Background: an optimization exercise with open tools, aiming at small area and few clock cycles. Do not read the settings as production practice. RTL that was checked went through simulation tests only; none was proved equivalent to the original.

==> inputs of branch ember <==
==> flow/design.v (excerpt) <==
module dla_top (
    input  logic                            clk,
    input  logic                            i_rst_n,
    input  logic                            i_cmd_req,
    input  logic [1:0]                      i_cmd_op,
    input  logic [2-1:0]       i_cmd_lane,
    input  logic [(9*8)-1:0]     i_cmd_data,
    output logic                            o_cmd_ack,
    output logic                            o_res_req,
    input  logic                            i_res_ack,
    output logic [32-1:0]    o_res_data
);
    logic                                     wr_kernel;
    logic                                     wr_window;
    logic                                     run;
    logic                                     run_ok;
    logic [16-1:0]              scale;
    logic signed [(8+4)-1:0]    lane_sum;
    cmd_decode instruction_decoder (
        .clk          (clk),
        .i_rst_n      (i_rst_n),
        .i_cmd_req    (i_cmd_req),
        .i_cmd_op     (i_cmd_op),
        .i_scale_data (i_cmd_data[16-1:0]),
        .o_cmd_ack    (o_cmd_ack),
        .o_wr_kernel  (wr_kernel),
        .o_wr_window  (wr_window),
        .o_run        (run),
        .o_scale      (scale),
        .i_run_ok     (run_ok)
    );
    tern_lane ternary_lanes (
        .clk         (clk),
        .i_rst_n     (i_rst_n),
        .i_wr_kernel (wr_kernel),
        .i_wr_window (wr_window),
        .i_sel_lane  (i_cmd_lane),
        .i_data      (i_cmd_data),
        .o_sum       (lane_sum)
    );
    chan_accum channel_adder_tree (
        .clk        (clk),
        .i_rst_n    (i_rst_n),
        .i_lane_sum (lane_sum),
        .i_run      (run),
        .i_scale    (scale),
        .o_run_ok   (run_ok),
        .o_res_req  (o_res_req),
        .i_res_ack  (i_res_ack),
        .o_res_data (o_res_data)
    );
endmodule
make LEC_CHECK=0 ABC_AREA=1 CAP_MARGIN=20 CORE_MARGIN=2 CORE_UTILIZATION=40 SLEW_MARGIN=20 finish   # period 12.0 ns
run.sh (not shown) runs the stock make flow with config.mk's settings and CLKGATE_MAP_FILE= SYNTH_SCRIPT=/design/flow/synth_recipe.tcl, a recipe that flattens the netlist after the stock synthesis.
==> branch lagoon: changes against branch ember <==
--- a/flow/design.v
+++ b/flow/design.v
@@ -5,22 +5,25 @@
     input  logic                          i_cmd_req,
     input  logic [1:0]                    i_cmd_op,
     input  logic [15:0]                   i_scale_data,
     output logic                          o_cmd_ack,
     output logic                          o_wr_kernel,    
     output logic                          o_wr_window,    
     output logic                          o_run,          
     output logic [16-1:0]   o_scale,
-    input  logic                          i_run_ok        
+    input  logic                          i_run_ok,       
+    input  logic                          i_scale_ok      
 );
     logic take;
     logic wrote_q;   
     assign take        = i_rst_n && i_cmd_req && !o_cmd_ack &&
-                         (i_cmd_op != 2'(3) || (i_run_ok && !wrote_q));
+                         (i_cmd_op[1] == 1'b0 ||
+                          (i_cmd_op == 2'(2) && i_scale_ok) ||
+                          (i_cmd_op == 2'(3) && i_run_ok && !wrote_q));
     assign o_wr_kernel = take && (i_cmd_op == 2'(0));
     assign o_wr_window = take && (i_cmd_op == 2'(1));
     assign o_run       = take && (i_cmd_op == 2'(3));
     always_ff @(posedge clk) begin
         if (!i_rst_n) begin
             o_cmd_ack <= 1'b0;
             wrote_q   <= 1'b1;   
             o_scale   <= 16'(1);   
@@ -103,34 +106,42 @@
 `timescale 1ns/1ps
 module chan_accum (
     input  logic                                   clk,
     input  logic                                   i_rst_n,
     input  logic signed [(8+4)-1:0]  i_lane_sum,   
     input  logic                                   i_run,
     input  logic signed [16-1:0]     i_scale,
     output logic                                   o_run_ok,
+    output logic                                   o_scale_ok,
     output logic                                   o_res_req,
     input  logic                                   i_res_ack,
     output logic [32-1:0]           o_res_data
 );
     localparam int CW = ((8+4)+2);   
     localparam int SC = 16;      
     localparam int PW = CW + 3;                
+    localparam int QW = PW + SC - 4;           
     logic signed [(8+4)-1:0] hist_q;   
     logic signed [CW-1:0]                  acc_q;    
     logic [1:0]                            cnt_q;    
     logic [2:0]                            mcnt_q;   
+    logic [QW-1:0]                         prod_q;   
     logic                                  bm1_q;    
+    logic                                  tset_q;   
     logic                                  pend_q;   
     logic                                  drop_q;   
     logic                                  acc_last;
     logic                                  mul_last;
+    logic                                  reg_free;    
+    logic                                  mul_start;
     assign acc_last = (cnt_q == 2'd1);
     assign mul_last = (mcnt_q == 3'd1);
+    assign reg_free  = (mcnt_q == 3'd0) && !pend_q && (!o_res_req || i_res_ack);
+    assign mul_start = (acc_last || tset_q) && reg_free;
     always_ff @(posedge clk)
         hist_q <= i_lane_sum;
     localparam int LW = (8+4);
     logic signed [CW-1:0] acc_base;   
     logic signed [CW-1:0] lane_ext;
     assign acc_base = i_run ? {{(CW-LW){hist_q[LW-1]}}, hist_q} : acc_q;
     assign lane_ext = {{(CW-LW){i_lane_sum[LW-1]}}, i_lane_sum};
     always_ff @(posedge clk) begin
@@ -138,55 +149,57 @@
             acc_q <= acc_base + lane_ext;
     end
     logic [SC-1:0]        lo;
     logic signed [SC-1:0] hi;
     logic [2:0]           dg0, dg1;
     logic [PW-1:0]        pp0, pp1;
     logic                 n0, n1;
     logic signed [PW-1:0] step_sum;
-    assign lo  = o_res_data[SC-1:0];
-    assign hi  = o_res_data[32-1:SC];
+    assign lo  = prod_q[SC-1:0];
+    assign hi  = {{(32-QW){prod_q[QW-1]}}, prod_q[QW-1:SC]};
     assign dg0 = {lo[1], lo[0], bm1_q};
     assign dg1 = {lo[3], lo[2], lo[1]};
     logic [PW-1:0] m1, m2;   
     assign m1 = {{(PW-CW){acc_q[CW-1]}}, acc_q};
     assign m2 = {m1[PW-2:0], 1'b0};
     logic [PW-1:0] mag0, mag1;
     assign mag0 = (dg0[0] ^ dg0[1]) ? m1 : (dg0[2] ^ dg0[1]) ? m2 : '0;
     assign mag1 = (dg1[0] ^ dg1[1]) ? m1 : (dg1[2] ^ dg1[1]) ? m2 : '0;
     assign n0  = dg0[2];
     assign n1  = dg1[2];
     assign pp0 = mag0 ^ {PW{n0}};
     assign pp1 = mag1 ^ {PW{n1}};
     logic [PW-1:0] hi_ext;
     assign hi_ext   = {hi[SC-1], hi};
     assign step_sum = hi_ext + pp0 + {{(PW-1){1'b0}}, n0} + {pp1[PW-3:0], 2'b00} + {{(PW-3){1'b0}}, n1, 2'b00};
     always_ff @(posedge clk) begin
-        if (i_run) begin
-            o_res_data <= {{(32-SC){1'b0}}, i_scale};
+        if (mul_start) begin
+            prod_q     <= {{(QW-SC){1'b0}}, i_scale};
             bm1_q      <= 1'b0;
         end else if (mcnt_q != 3'd0) begin
-            o_res_data <= {{(32-PW-12){step_sum[PW-1]}}, step_sum, lo[SC-1:4]};
+            prod_q     <= {step_sum, lo[SC-1:4]};
             bm1_q      <= lo[3];
         end
     end
     always_ff @(posedge clk) begin
         if (!i_rst_n) begin
             cnt_q     <= 2'd0;
             mcnt_q    <= 3'd0;
+            tset_q    <= 1'b0;
             pend_q    <= 1'b0;
             drop_q    <= 1'b0;
             o_res_req <= 1'b0;
         end else begin
             if (i_run)
                 cnt_q <= 2'd2;
             else if (cnt_q != 2'd0)
                 cnt_q <= cnt_q - 2'd1;
-            if (acc_last)
+            tset_q <= (acc_last || tset_q) && !reg_free;
+            if (mul_start)
                 mcnt_q <= 3'd4;
             else if (mcnt_q != 3'd0)
                 mcnt_q <= mcnt_q - 3'd1;
             if (o_res_req) begin
                 if (i_res_ack) begin
                     o_res_req <= 1'b0;
                     drop_q    <= 1'b1;
                 end
@@ -196,18 +209,19 @@
             end else if (mul_last || pend_q) begin
                 o_res_req <= 1'b1;
                 pend_q    <= 1'b0;
             end
             if (mul_last && (o_res_req || drop_q))
                 pend_q <= 1'b1;
         end
     end
-    assign o_run_ok = (cnt_q == 2'd0) && (mcnt_q == 3'd0) && !pend_q &&
-                      (!o_res_req || i_res_ack);
+    assign o_run_ok   = (cnt_q == 2'd0) && !tset_q && (mcnt_q <= 3'd1);
+    assign o_scale_ok = (cnt_q != 2'd2) && !((acc_last || tset_q) && !reg_free);
+    assign o_res_data = {{(32-QW){prod_q[QW-1]}}, prod_q};
 endmodule
 `timescale 1ns/1ps
 module dla_top (
     input  logic                            clk,
     input  logic                            i_rst_n,
     input  logic                            i_cmd_req,
     input  logic [1:0]                      i_cmd_op,
     input  logic [2-1:0]       i_cmd_lane,
@@ -216,30 +230,32 @@
     output logic                            o_res_req,
     input  logic                            i_res_ack,
     output logic [32-1:0]    o_res_data
 );
     logic                                     wr_kernel;
     logic                                     wr_window;
     logic                                     run;
     logic                                     run_ok;
+    logic                                     scale_ok;
     logic [16-1:0]              scale;
     logic signed [(8+4)-1:0]    lane_sum;
     cmd_decode instruction_decoder (
         .clk          (clk),
         .i_rst_n      (i_rst_n),
         .i_cmd_req    (i_cmd_req),
         .i_cmd_op     (i_cmd_op),
         .i_scale_data (i_cmd_data[16-1:0]),
         .o_cmd_ack    (o_cmd_ack),
         .o_wr_kernel  (wr_kernel),
         .o_wr_window  (wr_window),
         .o_run        (run),
         .o_scale      (scale),
-        .i_run_ok     (run_ok)
+        .i_run_ok     (run_ok),
+        .i_scale_ok   (scale_ok)
     );
     tern_lane ternary_lanes (
         .clk         (clk),
         .i_rst_n     (i_rst_n),
         .i_wr_kernel (wr_kernel),
         .i_wr_window (wr_window),
         .i_sel_lane  (i_cmd_lane),
         .i_data      (i_cmd_data),
@@ -247,13 +263,14 @@
     );
     chan_accum channel_adder_tree (
         .clk        (clk),
         .i_rst_n    (i_rst_n),
         .i_lane_sum (lane_sum),
         .i_run      (run),
         .i_scale    (scale),
         .o_run_ok   (run_ok),
+        .o_scale_ok (scale_ok),
         .o_res_req  (o_res_req),
         .i_res_ack  (i_res_ack),
         .o_res_data (o_res_data)
     );
 endmodule
CORE_UTILIZATION = 60   (was 40)
CTS_BUF_LIST = sky130_fd_sc_hd__clkbuf_16   (was not set)
CTS_CLUSTER_DIAMETER = 60   (was not set)
CTS_CLUSTER_SIZE = 30   (was not set)
==> branch garnet: changes against branch ember <==
--- a/flow/design.v
+++ b/flow/design.v
@@ -5,22 +5,25 @@
     input  logic                          i_cmd_req,
     input  logic [1:0]                    i_cmd_op,
     input  logic [15:0]                   i_scale_data,
     output logic                          o_cmd_ack,
     output logic                          o_wr_kernel,    
     output logic                          o_wr_window,    
     output logic                          o_run,          
     output logic [16-1:0]   o_scale,
-    input  logic                          i_run_ok        
+    input  logic                          i_run_ok,       
+    input  logic                          i_scale_ok      
 );
     logic take;
     logic wrote_q;   
     assign take        = i_rst_n && i_cmd_req && !o_cmd_ack &&
-                         (i_cmd_op != 2'(3) || (i_run_ok && !wrote_q));
+                         (i_cmd_op[1] == 1'b0 ||
+                          (i_cmd_op == 2'(2) && i_scale_ok) ||
+                          (i_cmd_op == 2'(3) && i_run_ok && !wrote_q));
     assign o_wr_kernel = take && (i_cmd_op == 2'(0));
     assign o_wr_window = take && (i_cmd_op == 2'(1));
     assign o_run       = take && (i_cmd_op == 2'(3));
     always_ff @(posedge clk) begin
         if (!i_rst_n) begin
             o_cmd_ack <= 1'b0;
             wrote_q   <= 1'b1;   
             o_scale   <= 16'(1);   
@@ -103,34 +106,42 @@
 `timescale 1ns/1ps
 module chan_accum (
     input  logic                                   clk,
     input  logic                                   i_rst_n,
     input  logic signed [(8+4)-1:0]  i_lane_sum,   
     input  logic                                   i_run,
     input  logic signed [16-1:0]     i_scale,
     output logic                                   o_run_ok,
+    output logic                                   o_scale_ok,
     output logic                                   o_res_req,
     input  logic                                   i_res_ack,
     output logic [32-1:0]           o_res_data
 );
     localparam int CW = ((8+4)+2);   
     localparam int SC = 16;      
     localparam int PW = CW + 3;                
+    localparam int QW = PW + SC - 4;           
     logic signed [(8+4)-1:0] hist_q;   
     logic signed [CW-1:0]                  acc_q;    
     logic [1:0]                            cnt_q;    
     logic [2:0]                            mcnt_q;   
+    logic [QW-1:0]                         prod_q;   
     logic                                  bm1_q;    
+    logic                                  tset_q;   
     logic                                  pend_q;   
     logic                                  drop_q;   
     logic                                  acc_last;
     logic                                  mul_last;
+    logic                                  reg_free;    
+    logic                                  mul_start;
     assign acc_last = (cnt_q == 2'd1);
     assign mul_last = (mcnt_q == 3'd1);
+    assign reg_free  = (mcnt_q == 3'd0) && !pend_q && (!o_res_req || i_res_ack);
+    assign mul_start = (acc_last || tset_q) && reg_free;
     always_ff @(posedge clk)
         hist_q <= i_lane_sum;
     localparam int LW = (8+4);
     logic signed [CW-1:0] acc_base;   
     logic signed [CW-1:0] lane_ext;
     assign acc_base = i_run ? {{(CW-LW){hist_q[LW-1]}}, hist_q} : acc_q;
     assign lane_ext = {{(CW-LW){i_lane_sum[LW-1]}}, i_lane_sum};
     always_ff @(posedge clk) begin
@@ -138,55 +149,57 @@
             acc_q <= acc_base + lane_ext;
     end
     logic [SC-1:0]        lo;
     logic signed [SC-1:0] hi;
     logic [2:0]           dg0, dg1;
     logic [PW-1:0]        pp0, pp1;
     logic                 n0, n1;
     logic signed [PW-1:0] step_sum;
-    assign lo  = o_res_data[SC-1:0];
-    assign hi  = o_res_data[32-1:SC];
+    assign lo  = prod_q[SC-1:0];
+    assign hi  = {{(32-QW){prod_q[QW-1]}}, prod_q[QW-1:SC]};
     assign dg0 = {lo[1], lo[0], bm1_q};
     assign dg1 = {lo[3], lo[2], lo[1]};
     logic [PW-1:0] m1, m2;   
     assign m1 = {{(PW-CW){acc_q[CW-1]}}, acc_q};
     assign m2 = {m1[PW-2:0], 1'b0};
     logic [PW-1:0] mag0, mag1;
     assign mag0 = (dg0[0] ^ dg0[1]) ? m1 : (dg0[2] ^ dg0[1]) ? m2 : '0;
     assign mag1 = (dg1[0] ^ dg1[1]) ? m1 : (dg1[2] ^ dg1[1]) ? m2 : '0;
     assign n0  = dg0[2];
     assign n1  = dg1[2];
     assign pp0 = mag0 ^ {PW{n0}};
     assign pp1 = mag1 ^ {PW{n1}};
     logic [PW-1:0] hi_ext;
     assign hi_ext   = {hi[SC-1], hi};
     assign step_sum = hi_ext + pp0 + {{(PW-1){1'b0}}, n0} + {pp1[PW-3:0], 2'b00} + {{(PW-3){1'b0}}, n1, 2'b00};
     always_ff @(posedge clk) begin
-        if (i_run) begin
-            o_res_data <= {{(32-SC){1'b0}}, i_scale};
+        if (mul_start) begin
+            prod_q     <= {{(QW-SC){1'b0}}, i_scale};
             bm1_q      <= 1'b0;
         end else if (mcnt_q != 3'd0) begin
-            o_res_data <= {{(32-PW-12){step_sum[PW-1]}}, step_sum, lo[SC-1:4]};
+            prod_q     <= {step_sum, lo[SC-1:4]};
             bm1_q      <= lo[3];
         end
     end
     always_ff @(posedge clk) begin
         if (!i_rst_n) begin
             cnt_q     <= 2'd0;
             mcnt_q    <= 3'd0;
+            tset_q    <= 1'b0;
             pend_q    <= 1'b0;
             drop_q    <= 1'b0;
             o_res_req <= 1'b0;
         end else begin
             if (i_run)
                 cnt_q <= 2'd2;
             else if (cnt_q != 2'd0)
                 cnt_q <= cnt_q - 2'd1;
-            if (acc_last)
+            tset_q <= (acc_last || tset_q) && !reg_free;
+            if (mul_start)
                 mcnt_q <= 3'd4;
             else if (mcnt_q != 3'd0)
                 mcnt_q <= mcnt_q - 3'd1;
             if (o_res_req) begin
                 if (i_res_ack) begin
                     o_res_req <= 1'b0;
                     drop_q    <= 1'b1;
                 end
@@ -196,18 +209,19 @@
             end else if (mul_last || pend_q) begin
                 o_res_req <= 1'b1;
                 pend_q    <= 1'b0;
             end
             if (mul_last && (o_res_req || drop_q))
                 pend_q <= 1'b1;
         end
     end
-    assign o_run_ok = (cnt_q == 2'd0) && (mcnt_q == 3'd0) && !pend_q &&
-                      (!o_res_req || i_res_ack);
+    assign o_run_ok   = (cnt_q == 2'd0) && !tset_q && (mcnt_q <= 3'd1);
+    assign o_scale_ok = (cnt_q != 2'd2) && !((acc_last || tset_q) && !reg_free);
+    assign o_res_data = {{(32-QW){prod_q[QW-1]}}, prod_q};
 endmodule
 `timescale 1ns/1ps
 module dla_top (
     input  logic                            clk,
     input  logic                            i_rst_n,
     input  logic                            i_cmd_req,
     input  logic [1:0]                      i_cmd_op,
     input  logic [2-1:0]       i_cmd_lane,
@@ -216,30 +230,32 @@
     output logic                            o_res_req,
     input  logic                            i_res_ack,
     output logic [32-1:0]    o_res_data
 );
     logic                                     wr_kernel;
     logic                                     wr_window;
     logic                                     run;
     logic                                     run_ok;
+    logic                                     scale_ok;
     logic [16-1:0]              scale;
     logic signed [(8+4)-1:0]    lane_sum;
     cmd_decode instruction_decoder (
         .clk          (clk),
         .i_rst_n      (i_rst_n),
         .i_cmd_req    (i_cmd_req),
         .i_cmd_op     (i_cmd_op),
         .i_scale_data (i_cmd_data[16-1:0]),
         .o_cmd_ack    (o_cmd_ack),
         .o_wr_kernel  (wr_kernel),
         .o_wr_window  (wr_window),
         .o_run        (run),
         .o_scale      (scale),
-        .i_run_ok     (run_ok)
+        .i_run_ok     (run_ok),
+        .i_scale_ok   (scale_ok)
     );
     tern_lane ternary_lanes (
         .clk         (clk),
         .i_rst_n     (i_rst_n),
         .i_wr_kernel (wr_kernel),
         .i_wr_window (wr_window),
         .i_sel_lane  (i_cmd_lane),
         .i_data      (i_cmd_data),
@@ -247,13 +263,14 @@
     );
     chan_accum channel_adder_tree (
         .clk        (clk),
         .i_rst_n    (i_rst_n),
         .i_lane_sum (lane_sum),
         .i_run      (run),
         .i_scale    (scale),
         .o_run_ok   (run_ok),
+        .o_scale_ok (scale_ok),
         .o_res_req  (o_res_req),
         .i_res_ack  (i_res_ack),
         .o_res_data (o_res_data)
     );
 endmodule
CTS_BUF_LIST = sky130_fd_sc_hd__clkbuf_4 sky130_fd_sc_hd__clkbuf_8   (was not set)
==> impl_metrics.env <==
export IMPL_place_gp_congestion=0.878
export IMPL_diodes=0
export IMPL_die_h_um=228
export IMPL_outcome="complete, no violations"
export IMPL_wl_met3_mm=1.92
export IMPL_htree_levels=2
export IMPL_fin_ws_ns=5.16
export IMPL_start_util=0.407
export IMPL_vias=15300
export IMPL_seqPwrFrac=0.321
export IMPL_synth_simple_area_share=0.142
export IMPL_p_sw_frac=0.410
export IMPL_multi_input_area_um2=9300
export IMPL_max_clock_freq_mhz=146
export IMPL_whs_ns=0.392
export IMPL_dieArea_um2=51800
export IMPL_grt_pass1_wl_mm=80.4
# the run above: branch ember

==> impl_metrics.env <==
export IMPL_diodes=0
export IMPL_outcome="complete, no violations"
export IMPL_seqPwrFrac=0.338
export IMPL_fin_ws_ns=5.36
export IMPL_grt_pass1_wl_mm=74.8
export IMPL_multi_input_area_um2=9390
export IMPL_start_util=0.605
export IMPL_die_h_um=187
export IMPL_max_clock_freq_mhz=151
export IMPL_synth_simple_area_share=0.132
export IMPL_place_gp_congestion=0.940
export IMPL_htree_levels=1
# the run above: branch lagoon

==> impl_metrics.env <==
export IMPL_diodes=1
export IMPL_fin_ws_ns=5.27
export IMPL_start_util=0.404
export IMPL_whs_ns=0.396
export IMPL_synth_simple_area_share=0.132
export IMPL_wl_met3_mm=1.73
export IMPL_outcome="complete, no violations"
export IMPL_vias=15200
export IMPL_seqPwrFrac=0.322
export IMPL_p_sw_frac=0.396
# the run above: branch garnet

Testbench counts of branch ember, summed over its fixed seeds: cycles 24,647.
No functional check of the RTL was part of branch lagoon and branch garnet.

[separate check: timing with driven ports]
In the flow no input, the clock included, has a driving cell. The finished layouts below were timed again as built, in two steps. Step 1: set_driving_cell puts a clkbuf_16 on clk and a buf_2 on each other input, an assumption about the parent block. Step 2 also shifts input and output timing later by t, the mid clock arrival at the registers, as if the neighbouring blocks saw the same clock. a / b / c = ideal / step 1 / step 2; a / b = the first two.
run | shift t [ns] | slack for setup (ns) | worst register clock-pin slew, ns | pins driven straight from the clock port
branch ember | 0.635 | 5.165 / 5.165 / 5.165 | 0.07 / 0.07 | 1
branch lagoon | 0.641 | 5.358 / 5.358 / 5.358 | 0.11 / 0.11 | 1
branch garnet | 0.681 | 5.272 / 5.272 / 5.272 | 0.06 / 0.06 | 1
After both steps every run listed still meets setup and hold.
